Source: an optimization exercise on an open RTL-to-GDS flow (aim: small area, a short achievable clock period and few clock cycles per item). Production flows keep margins and buffers that such runs may drop.
At most, simulation tests tie the RTL to the original design; equivalence was not proved.
Power and IR drop assume default switching activity.

==> flow/design.v <==
module sha256_msg_sched #(
  parameter int IN_W   = 8,
  parameter int ROUNDS = 64
) (
  input  logic            clk,
  input  logic            rst,
  input  logic            abort,
  input  logic [IN_W-1:0] in_data,
  input  logic            in_valid,
  output logic            in_ready,
  output logic [31:0]     w_data,
  output logic [5:0]      w_idx,
  output logic            w_valid,
  input  logic            w_ready,
  output logic            busy,
  output logic            dbg_state
);
  logic [31:0] r_a [16];   
  logic [31:0] r_f [16];   
  logic [15:0] r_fv;       
  logic [31:0] r_s0x;      
  logic [31:0] r_s0a;      
  logic [31:0] r_e;        
  logic [31:0] r_s1x;      
  logic [31:0] r_out;      
  logic [31:0] r_h;        
  logic [23:0] r_pk;       
  logic [1:0]  r_b;        
  logic        r_hv;       
  logic [3:0]  r_hidx;
  logic [3:0]  r_lidx;     
  logic        r_v;        
  logic [5:0]  r_idxn;     
  logic [3:0]  r_ph;       
  logic [3:0]  r_fwe;      
  logic        r_alx;      
  logic        r_alc;      
  logic        r_nrdy;     
  logic        r_busy;
  logic [5:0]  r_idx;
  logic        w_fin;      
  logic        w_cmpl;     
  logic        w_fwr;
  logic        w_gona;     
  logic        w_gosel;    
  logic        w_xfer;
  logic        w_comp;
  logic [31:0] w_new;
  logic [31:0] w_a15;      
  logic [15:0] w_fv;
  logic        w_relabel_c, w_hv0, w_allv;
  logic [3:0]  w_ph1, w_d0, w_d1, w_fwe0, w_fwe1;
  logic        w_rdy0, w_rdy1;
  logic [5:0]  w_nnxt0, w_nnxt1;
  logic        w_ax0, w_ax1, w_ac0, w_ac1;
  logic [1:0]  n_b;
  logic        n_hv, n_v;
  logic [3:0]  n_hidx, n_lidx, n_ph, n_fwe;
  logic [5:0]  n_idx;
  function automatic logic [31:0] f_sigma0(input logic [31:0] x);
    f_sigma0 = ((x >> 7) | (x << 25)) ^ ((x >> 18) | (x << 14)) ^ (x >> 3);
  endfunction
  function automatic logic [31:0] f_sigma1(input logic [31:0] x);
    f_sigma1 = ((x >> 17) | (x << 15)) ^ ((x >> 19) | (x << 13)) ^ (x >> 10);
  endfunction
  function automatic logic [3:0] f_fwe(input logic hv, input logic [3:0] d,
                                       input logic [15:0] fv);
    f_fwe[0] = hv & (d == 4'd4)  & ~fv[5];
    f_fwe[1] = hv & (d == 4'd8)  & ~fv[9];
    f_fwe[2] = hv & (d == 4'd12) & ~fv[13];
    f_fwe[3] = hv & (d == 4'd0)  & ~fv[1];
  endfunction
  function automatic logic f_ax(input logic [5:0] nxt, input logic [3:0] ph,
                                input logic fv0, input logic allv);
    f_ax = (nxt[5:4] == 2'd0) & (ph == nxt[3:0]) & fv0 & ((nxt[3:0] != 4'd0) | allv);
  endfunction
  function automatic logic f_ac(input logic [5:0] nxt, input logic [3:0] ph);
    f_ac = (nxt[5:4] != 2'd0) & (ph == nxt[3:0]);
  endfunction
  assign r_idx     = ~r_idxn;
  assign in_ready  = ~r_nrdy;
  assign w_valid   = r_v;
  assign dbg_state = r_v;
  assign w_data    = r_out;
  assign w_idx     = r_idx;
  assign busy      = r_busy;
  assign w_fin   = in_valid & ~r_nrdy;
  assign w_cmpl  = w_fin & (r_b == 2'd3);
  assign w_fwr   = |r_fwe;
  assign w_gona  = ~r_v | w_ready;
  assign w_gosel = (r_alx | r_alc) & w_gona;
  assign w_xfer  = r_alx & w_gona & ~abort;
  assign w_comp  = r_alc & w_gona & ~abort;
  assign w_new   = r_s1x + r_e;
  assign w_a15   = w_comp ? w_new : (w_xfer ? r_f[0] : r_a[0]);
  always_comb begin
    for (int k = 0; k < 15; k++) w_fv[k] = r_fv[k+1];
    w_fv[3]  = r_fwe[0] | r_fv[4];
    w_fv[7]  = r_fwe[1] | r_fv[8];
    w_fv[11] = r_fwe[2] | r_fv[12];
    w_fv[15] = r_fwe[3] | (r_fv[0] & ~w_xfer);
    if (abort) w_fv = 16'd0;
  end
  assign w_relabel_c = (r_lidx == 4'd0) & (r_idx == 6'd63) & ~r_v & ~r_hv & ~(|r_fv);
  assign w_ph1  = r_ph + 4'd1;
  assign w_hv0  = r_hv & ~w_fwr;                        
  assign w_d0   = r_hidx - w_ph1;
  assign w_d1   = r_lidx - (w_relabel_c ? 4'd15 : w_ph1);
  assign w_fwe0 = f_fwe(w_hv0, w_d0, r_fv);
  assign w_fwe1 = f_fwe(1'b1, w_d1, r_fv);
  assign w_rdy0 = (r_b != 2'd3) | ~w_hv0 | (|w_fwe0);
  assign w_rdy1 = (r_b != 2'd2) | ~w_hv0 | (|w_fwe0);
  assign w_allv = (r_fwe[2] | r_fv[12]) & r_fv[11] & r_fv[10] & r_fv[9] &
                  (r_fwe[1] | r_fv[8]) & r_fv[7] & r_fv[6] & r_fv[5] &
                  (r_fwe[0] | r_fv[4]) & r_fv[3] & r_fv[2] & r_fv[1];
  assign w_nnxt0 = r_idx + 6'd1;
  assign w_nnxt1 = r_idx + 6'd2;
  assign w_ax0  = f_ax(w_nnxt0, w_ph1, r_fv[1], w_allv);
  assign w_ax1  = f_ax(w_nnxt1, w_ph1, r_fv[1], w_allv);
  assign w_ac0  = f_ac(w_nnxt0, w_ph1);
  assign w_ac1  = f_ac(w_nnxt1, w_ph1);
  always_comb begin
    n_b    = w_fin ? r_b + 2'd1 : r_b;
    n_hv   = w_cmpl | w_hv0;
    n_hidx = w_cmpl ? r_lidx : r_hidx;
    n_lidx = w_cmpl ? r_lidx + 4'd1 : r_lidx;
    n_ph   = (w_cmpl & w_relabel_c) ? 4'd15 : w_ph1;
    n_v    = w_gosel | (r_v & ~w_ready);
    n_idx  = w_gosel ? r_idx + 6'd1 : r_idx;
    n_fwe  = w_cmpl ? w_fwe1 : w_fwe0;
    if (abort) begin
      n_b    = 2'd0;
      n_hv   = 1'b0;
      n_lidx = 4'd0;
      n_v    = 1'b0;
      n_idx  = 6'd63;
      n_fwe  = 4'd0;
    end
  end
  always_ff @(posedge clk or posedge rst) begin
    if (rst) begin
      r_b    <= 2'd0;
      r_hv   <= 1'b0;
      r_lidx <= 4'd0;
      r_v    <= 1'b0;
      r_idxn <= 6'd0;
      r_fv   <= 16'd0;
      r_fwe  <= 4'd0;
      r_alx  <= 1'b0;
      r_alc  <= 1'b0;
      r_nrdy <= 1'b0;
      r_busy <= 1'b0;
    end else begin
      r_b    <= n_b;
      r_hv   <= n_hv;
      r_lidx <= n_lidx;
      r_v    <= n_v;
      r_idxn <= ~n_idx;
      r_fv   <= w_fv;
      r_fwe  <= n_fwe;
      r_alx  <= ~abort & (w_gosel ? w_ax1 : w_ax0);
      r_alc  <= ~abort & (w_gosel ? w_ac1 : w_ac0);
      r_nrdy <= ~abort & ~(w_fin ? w_rdy1 : w_rdy0);
      r_busy <= ~abort & ((w_fin ? (r_b != 2'd3) : (r_b != 2'd0)) | w_cmpl | w_hv0 |
                          (|r_fv[15:1]) | w_fwr | (r_fv[0] & ~(r_alx & w_gona)) |
                          w_gosel | (r_v & ~w_ready) |
                          (w_gosel ? (r_idx != 6'd62) : (r_idx != 6'd63)));
    end
  end
  always_ff @(posedge clk) begin
    r_ph   <= n_ph;
    r_hidx <= n_hidx;
    if (w_fin && r_b != 2'd3) r_pk <= {r_pk[15:0], in_data};
    if (w_cmpl) r_h <= {r_pk, in_data};
    if (w_comp | w_xfer) r_out <= w_a15;
    for (int i = 0; i < 15; i++) r_f[i] <= r_f[i+1];
    if (r_fwe[0]) r_f[3]  <= r_h;
    if (r_fwe[1]) r_f[7]  <= r_h;
    if (r_fwe[2]) r_f[11] <= r_h;
    if (r_fwe[3]) r_f[15] <= r_h;
    else          r_f[15] <= r_f[0];
    for (int i = 0; i < 15; i++) r_a[i] <= r_a[i+1];
    r_a[15] <= w_a15;
    r_s0x <= f_sigma0(r_a[4]);
    r_s0a <= r_s0x + r_a[2];
    r_e   <= r_s0a + r_a[10];
    r_s1x <= f_sigma1(r_a[15]);
  end
endmodule
clock: 4.6 ns
lec_check: 0
cap_margin: 20
core_margin: 2
core_utilization: 55
cts_buf_list: sky130_fd_sc_hd__clkbuf_8
cts_cluster_diameter: 45
cts_cluster_size: 20
setup_slack_margin: 2.2
slew_margin: 20
standard.sh (not shown) runs the stock make flow with config.mk's settings and CLKGATE_MAP_FILE= SYNTH_SCRIPT=/design/flow/synth_recipe.tcl, a recipe that flattens the netlist after the stock synthesis.
==> flow/flow/run.sh <==
#!/bin/bash
# Standard layout (the standard.sh), except that
#  - synthesis maps logic with a delay-driven abc script (flow/abc_fast.script)
#    and without the full/half-adder cell step; registers are mapped before abc
#    runs, exactly as in synth_recipe.tcl, so they are the standard ones;
#  - every input and output port is buffered with buf_4 rather than the
#    default (a slow delay buffer that the resizer may not swap);
#  - clock tree synthesis adds no dummy loads.
# Each step's full log is in orfs/logs/; make's own output is in flow_make.log.
set -euo pipefail
here=$(pwd)
{
  echo 'proc abc {args} {'
  echo '  set i [lsearch $args -script]'
  echo "  if {\$i >= 0} { lset args [expr {\$i+1}] $here/flow/abc_fast.script }"
  echo '  yosys abc {*}$args'
  echo '}'
  cat synth_recipe.tcl
} > my_synth.tcl
cts="-sink_clustering_enable -repair_clock_nets -sink_clustering_size 20 -sink_clustering_max_diameter 45 -buf_list sky130_fd_sc_hd__clkbuf_8 -dont_use_dummy_load"
extra="ADDER_MAP_FILE= ABC_CLOCK_PERIOD_IN_PS=1500 CTS_ARGS=\"$cts\" BUFFER_PORTS_ARGS=\"-buffer_cell sky130_fd_sc_hd__buf_4\""
sed -e "s#SYNTH_SCRIPT=[^ ]*#SYNTH_SCRIPT=$here/my_synth.tcl $extra#" standard.sh > my_standard.sh
bash my_standard.sh > flow_make.log 2>&1
==> flow/flow/abc_fast.script <==
&get -n
&st
&if -g
&st
&dch
&nf {D}
&put
buffer -c
topo
stime -c
upsize -c {D}
dnsize -c {D}
The baseline finished with timing, DRC and antenna clean.
==> next run, changes <==
--- a/flow/design.v
+++ b/flow/design.v
@@ -45,9 +45,8 @@
   logic        w_gosel;    
   logic        w_xfer;
   logic        w_comp;
   logic [31:0] w_new;
-  logic [31:0] w_a15;      
   logic [15:0] w_fv;
   logic        w_relabel_c, w_hv0, w_allv;
   logic [3:0]  w_ph1, w_d0, w_d1, w_fwe0, w_fwe1;
   logic        w_rdy0, w_rdy1;
@@ -91,9 +90,8 @@
   assign w_gosel = (r_alx | r_alc) & w_gona;
   assign w_xfer  = r_alx & w_gona & ~abort;
   assign w_comp  = r_alc & w_gona & ~abort;
   assign w_new   = r_s1x + r_e;
-  assign w_a15   = w_comp ? w_new : (w_xfer ? r_f[0] : r_a[0]);
   always_comb begin
     for (int k = 0; k < 15; k++) w_fv[k] = r_fv[k+1];
     w_fv[3]  = r_fwe[0] | r_fv[4];
     w_fv[7]  = r_fwe[1] | r_fv[8];
@@ -171,17 +169,20 @@
     r_ph   <= n_ph;
     r_hidx <= n_hidx;
     if (w_fin && r_b != 2'd3) r_pk <= {r_pk[15:0], in_data};
     if (w_cmpl) r_h <= {r_pk, in_data};
-    if (w_comp | w_xfer) r_out <= w_a15;
+    if (w_comp)      r_out <= w_new;
+    else if (w_xfer) r_out <= r_f[0];
     for (int i = 0; i < 15; i++) r_f[i] <= r_f[i+1];
     if (r_fwe[0]) r_f[3]  <= r_h;
     if (r_fwe[1]) r_f[7]  <= r_h;
     if (r_fwe[2]) r_f[11] <= r_h;
     if (r_fwe[3]) r_f[15] <= r_h;
     else          r_f[15] <= r_f[0];
     for (int i = 0; i < 15; i++) r_a[i] <= r_a[i+1];
-    r_a[15] <= w_a15;
+    if (w_comp)      r_a[15] <= w_new;
+    else if (w_xfer) r_a[15] <= r_f[0];
+    else             r_a[15] <= r_a[0];
     r_s0x <= f_sigma0(r_a[4]);
     r_s0a <= r_s0x + r_a[2];
     r_e   <= r_s0a + r_a[10];
     r_s1x <= f_sigma1(r_a[15]);
Effect: Sequential power came out higher by about 20%. Worst hold slack is better by 0.043 ns. Sequential share of layout area came out lower by 0.60 points. Non-clock buffer count came out lower by 3. Combinational power came out higher to 3.2 times its value.
Testbench counts after the change, summed over its fixed seeds: cycles 12,720, blocks 192.
The RTL of the first run of this note was laid out without a check of its function.

==> what the ideal ports hide <==
In the flow no input, the clock included, has a driving cell. The finished layouts below were timed again as built, in two steps.
Step 1: set_driving_cell puts a clkbuf_16 on clk and a buf_2 on each other input, an assumption about the parent block.
Step 2 moves the port delays by t, midway between the first and last clock arrival at a register: inputs arrive t later, outputs are due t later. That takes back most of the time a late clock gives input paths.
Slacks: ideal ports / drivers / drivers and shift; pairs: ideal ports / drivers.
run	shift t [ns]	setup slack, ns	worst setup path at the end
the first run	0.770	2.117 / 2.117 / 1.717	input to register
the second run	0.761	2.237 / 2.212 / 1.686	input to register
After both steps setup and hold are still met in every run listed. The setup slack of the second run, which loses most, moves by -0.025 ns with the drivers and by -0.551 ns with both steps.
